Source: an optimization exercise on an open RTL-to-GDS flow (aim: a short achievable clock period and few clock cycles per item). Production flows keep margins and buffers that such runs may drop. The RTL was checked by simulation tests, not by an equivalence proof against the original design.

Design array_multiplier, start of the top module:
module array_multiplier (
	input  logic        clk,
	input  logic        reset,
	input  logic        in_valid,
	input  logic [15:0] x,
	input  logic [15:0] y,
	output logic        product_valid,
	output logic [31:0] product
);
==> flow/config.mk <==
export PLATFORM = sky130hd
export DESIGN_NAME = array_multiplier
export DESIGN_NICKNAME = array_multiplier
export VERILOG_FILES = /design/flow/design.v
export SDC_FILE = /design/flow/constraint.sdc
export NUM_CORES = 4
export LEC_CHECK = 0
export CAP_MARGIN = 20
export CORE_MARGIN = 2
export CORE_UTILIZATION = 40
export SETUP_SLACK_MARGIN = 3.5
export SLEW_MARGIN = 20
export SYNTH_HIERARCHICAL = 1
==> flow/constraint.sdc <==
create_clock -name core_clock -period 6.0 [get_ports {clk}]
set_input_delay 1.2000 -clock core_clock [delete_from_list [all_inputs] [get_ports {clk}]]
set_output_delay 1.2000 -clock core_clock [all_outputs]
set_load 0.01 [all_outputs]
standard.sh (not shown) runs the stock make flow with config.mk's settings and CLKGATE_MAP_FILE= SYNTH_SCRIPT=/design/flow/synth_recipe.tcl, a recipe that flattens the netlist after the stock synthesis.
==> flow/flow/run.sh <==
#!/bin/bash
# The standard layout (standard.sh: the standard flow's synthesis and ORFS flow), with one
# change: the buffers that buffer_ports puts on every input and output port
# are sky130_fd_sc_hd__buf_4 instead of the cell buffer_ports picks itself
# (a clkdlybuf4s50 delay cell), so that timing repair can size them within
# the buf_* family.  make's full output goes to flow_make.log.
set -euo pipefail
bash standard.sh "BUFFER_PORTS_ARGS=-buffer_cell sky130_fd_sc_hd__buf_4" finish > flow_make.log 2>&1
Testbench counts at the start, summed over its fixed seeds: cycles 6,392, products 3,200.
Rerun with:
- SETUP_SLACK_MARGIN: 3.5 -> 3.6
After rerunning:
- worst setup slack is better by 0.019 ns
- first-iteration DRC count rose by about 34%
- via count went up by about 0.7%
- count of clock-buffer cells in the layout came out higher by 2
- clock skew fell by 0.013 ns
Rerun with:
- SETUP_SLACK_MARGIN: 3.6 -> 4.0
Result:
- design area came out higher by 57%
- register-to-register slack gets worse by 0.18 ns
- global-route usage goes up by 8.5 points
- die area is unchanged
- utilization goes up by 28 points
- wire length went up by 78%

Starting RTL as in the previous note.
Settings: LEC_CHECK=0, CAP_MARGIN=20, CORE_MARGIN=2, CORE_UTILIZATION=40, SETUP_SLACK_MARGIN=3.5, SLEW_MARGIN=20, SYNTH_HIERARCHICAL=1; clock period 6.0 ns.
==> flow/flow/run.sh <==
#!/bin/bash
# The standard layout (standard.sh: the standard flow's synthesis and ORFS flow), with one
# change: the buffers that buffer_ports puts on every input and output port
# are sky130_fd_sc_hd__buf_8 instead of the cell buffer_ports picks itself
# (a clkdlybuf4s50 delay cell), so that timing repair can size them within
# the buf_* family.  make's full output goes to flow_make.log.
set -euo pipefail
bash standard.sh "BUFFER_PORTS_ARGS=-buffer_cell sky130_fd_sc_hd__buf_8" finish > flow_make.log 2>&1
The baseline passed the timing, DRC and antenna checks.
Testbench counts at the start, summed over its fixed seeds: cycles 6,392, products 3,200.
Then changed:
--- a/flow/flow/run.sh
+++ b/flow/flow/run.sh
@@ -4 +4 @@
-# are sky130_fd_sc_hd__buf_8 instead of the cell buffer_ports picks itself
+# are sky130_fd_sc_hd__buf_4 instead of the cell buffer_ports picks itself
@@ -8 +8 @@
-bash standard.sh "BUFFER_PORTS_ARGS=-buffer_cell sky130_fd_sc_hd__buf_8" finish > flow_make.log 2>&1
+bash standard.sh "BUFFER_PORTS_ARGS=-buffer_cell sky130_fd_sc_hd__buf_4" finish > flow_make.log 2>&1
Settings changed: SETUP_SLACK_MARGIN 3.5 to 3.8.
- die area does not change
- clock-buffer cell count drops by 5
- synthesized cell count is unchanged
- worst setup slack is worse by 0.077 ns
Then changed:
Settings changed: CORE_UTILIZATION 40 to 34, SETUP_SLACK_MARGIN 3.8 to 3.6.
Effect:
- The new run produced a clean layout
- register-to-register slack gets better by 0.16 ns
- global-route usage decreases by 6.0 points
- synthesized cell count is unchanged
- maximum frequency increases by 4.9%
- via count decreases by 15%
- core utilization decreases by 28 points
- non-clock buffer count decreases by 219
- design area decreases by 28%
- setup slack gets better by 0.12 ns
- clock-buffer cell count decreases by 1
Then changed:
Settings changed: CORE_UTILIZATION 34 to 46.
Outcome:
- utilization rises by 15 points
- hold slack barely changes
- setup slack improved by 0.0055 ns
- maximum frequency stays flat
- via count falls by 1.1%
- count of clock-buffer cells in the layout goes up by 2
Then changed:
==> flow/flow/run.sh (replaced) <==
#!/bin/bash
# The standard layout (standard.sh: the standard flow's synthesis and ORFS flow), with two
# changes: buffer_ports puts sky130_fd_sc_hd__buf_4 on every input and output
# port instead of the cell it picks itself (a clkdlybuf4s50 delay cell), and
# after global placement flow/outdrv.tcl sizes up each output port's buffer
# and the XOR/XNOR gate driving it.  Timing repair may still resize them.
# make's full output goes to flow_make.log.
set -euo pipefail
bash standard.sh "BUFFER_PORTS_ARGS=-buffer_cell sky130_fd_sc_hd__buf_4" \
  "POST_GLOBAL_PLACE_TCL=$PWD/flow/outdrv.tcl" finish > flow_make.log 2>&1
==> flow/flow/outdrv.tcl (new file) <==
# POST_GLOBAL_PLACE hook: on each output port, make the port buffer buf_6
# and an XOR, XNOR or inverter that drives it the _4 size, as these paths end a
# clock period early (the output delay) and cross a long wire to the pin.
foreach bterm [[ord::get_db_block] getBTerms] {
  if { [$bterm getIoType] != "OUTPUT" } { continue }
  set net [$bterm getNet]
  if { $net == "NULL" } { continue }
  foreach iterm [$net getITerms] {
    if { ![$iterm isOutputSignal] } { continue }
    set buf [$iterm getInst]
    if { ![string match "sky130_fd_sc_hd__buf_*" [[$buf getMaster] getName]] } { continue }
    replace_cell [$buf getName] sky130_fd_sc_hd__buf_6
    foreach bin [$buf getITerms] {
      if { ![$bin isInputSignal] } { continue }
      set inet [$bin getNet]
      if { $inet == "NULL" } { continue }
      foreach drv [$inet getITerms] {
        if { ![$drv isOutputSignal] } { continue }
        set gate [$drv getInst]
        set m [[$gate getMaster] getName]
        if { [regexp {^sky130_fd_sc_hd__(xnor2|xor2|inv)_[0-9]+$} $m -> f] } {
          replace_cell [$gate getName] sky130_fd_sc_hd__${f}_4
        }
      }
    }
  }
}
Outcome: Count of clock-buffer cells in the layout came out higher by 1; via count came out higher by 0.65%; wire length came out higher by 1.4%; synthesized area does not change; setup slack degrades by 0.014 ns; first-iteration DRC count came out higher by 6.0%; design area came out higher by 2.8%.

-- separate check: timing with driven ports --
How much do the figures lean on ideal ports? The routed layouts below were timed once more, with nothing changed but the port constraints.
Step 1: set_driving_cell puts a clkbuf_16 on clk and a buf_2 on each other input, an assumption about the parent block.
Step 2, shift: input delay + t, output delay - t, t = (earliest + latest rising clock arrival at the registers) / 2. This alone moves slack from input paths to output paths.
a / b / c = ideal / step 1 / step 2; a / b = the first two.
run	t, ns	setup WS [ns]	worst setup path at the end	latest minus earliest clock arrival (ns)	worst data-port slew with drivers (ns)
the first run of note 1	0.555	3.573 / 3.526 / 3.043	input to register	0.025 / 0.026	0.05
the second run of note 1	0.569	3.592 / 3.544 / 3.108	input to register	0.013 / 0.013	0.07
the third run of note 1	0.571	3.446 / 3.356 / 2.786	input to register	0.025 / 0.025	0.26
the first run of note 2	0.569	3.542 / 3.495 / 3.056	input to register	0.018 / 0.017	0.06
the second run of note 2	0.583	3.465 / 3.372 / 2.789	input to register	0.024 / 0.023	0.22
the third run of note 2	0.579	3.584 / 3.529 / 3.089	input to register	0.027 / 0.027	0.05
the fourth run of note 2	0.549	3.589 / 3.538 / 3.123	input to register	0.010 / 0.010	0.05
the fifth run of note 2	0.571	3.575 / 3.542 / 3.088	input to register	0.027 / 0.027	0.06
After both steps setup and hold are still met in every run listed. For the second run of note 2, which loses most, drivers alone change the setup slack by -0.093 ns; drivers and shift together by -0.676 ns.
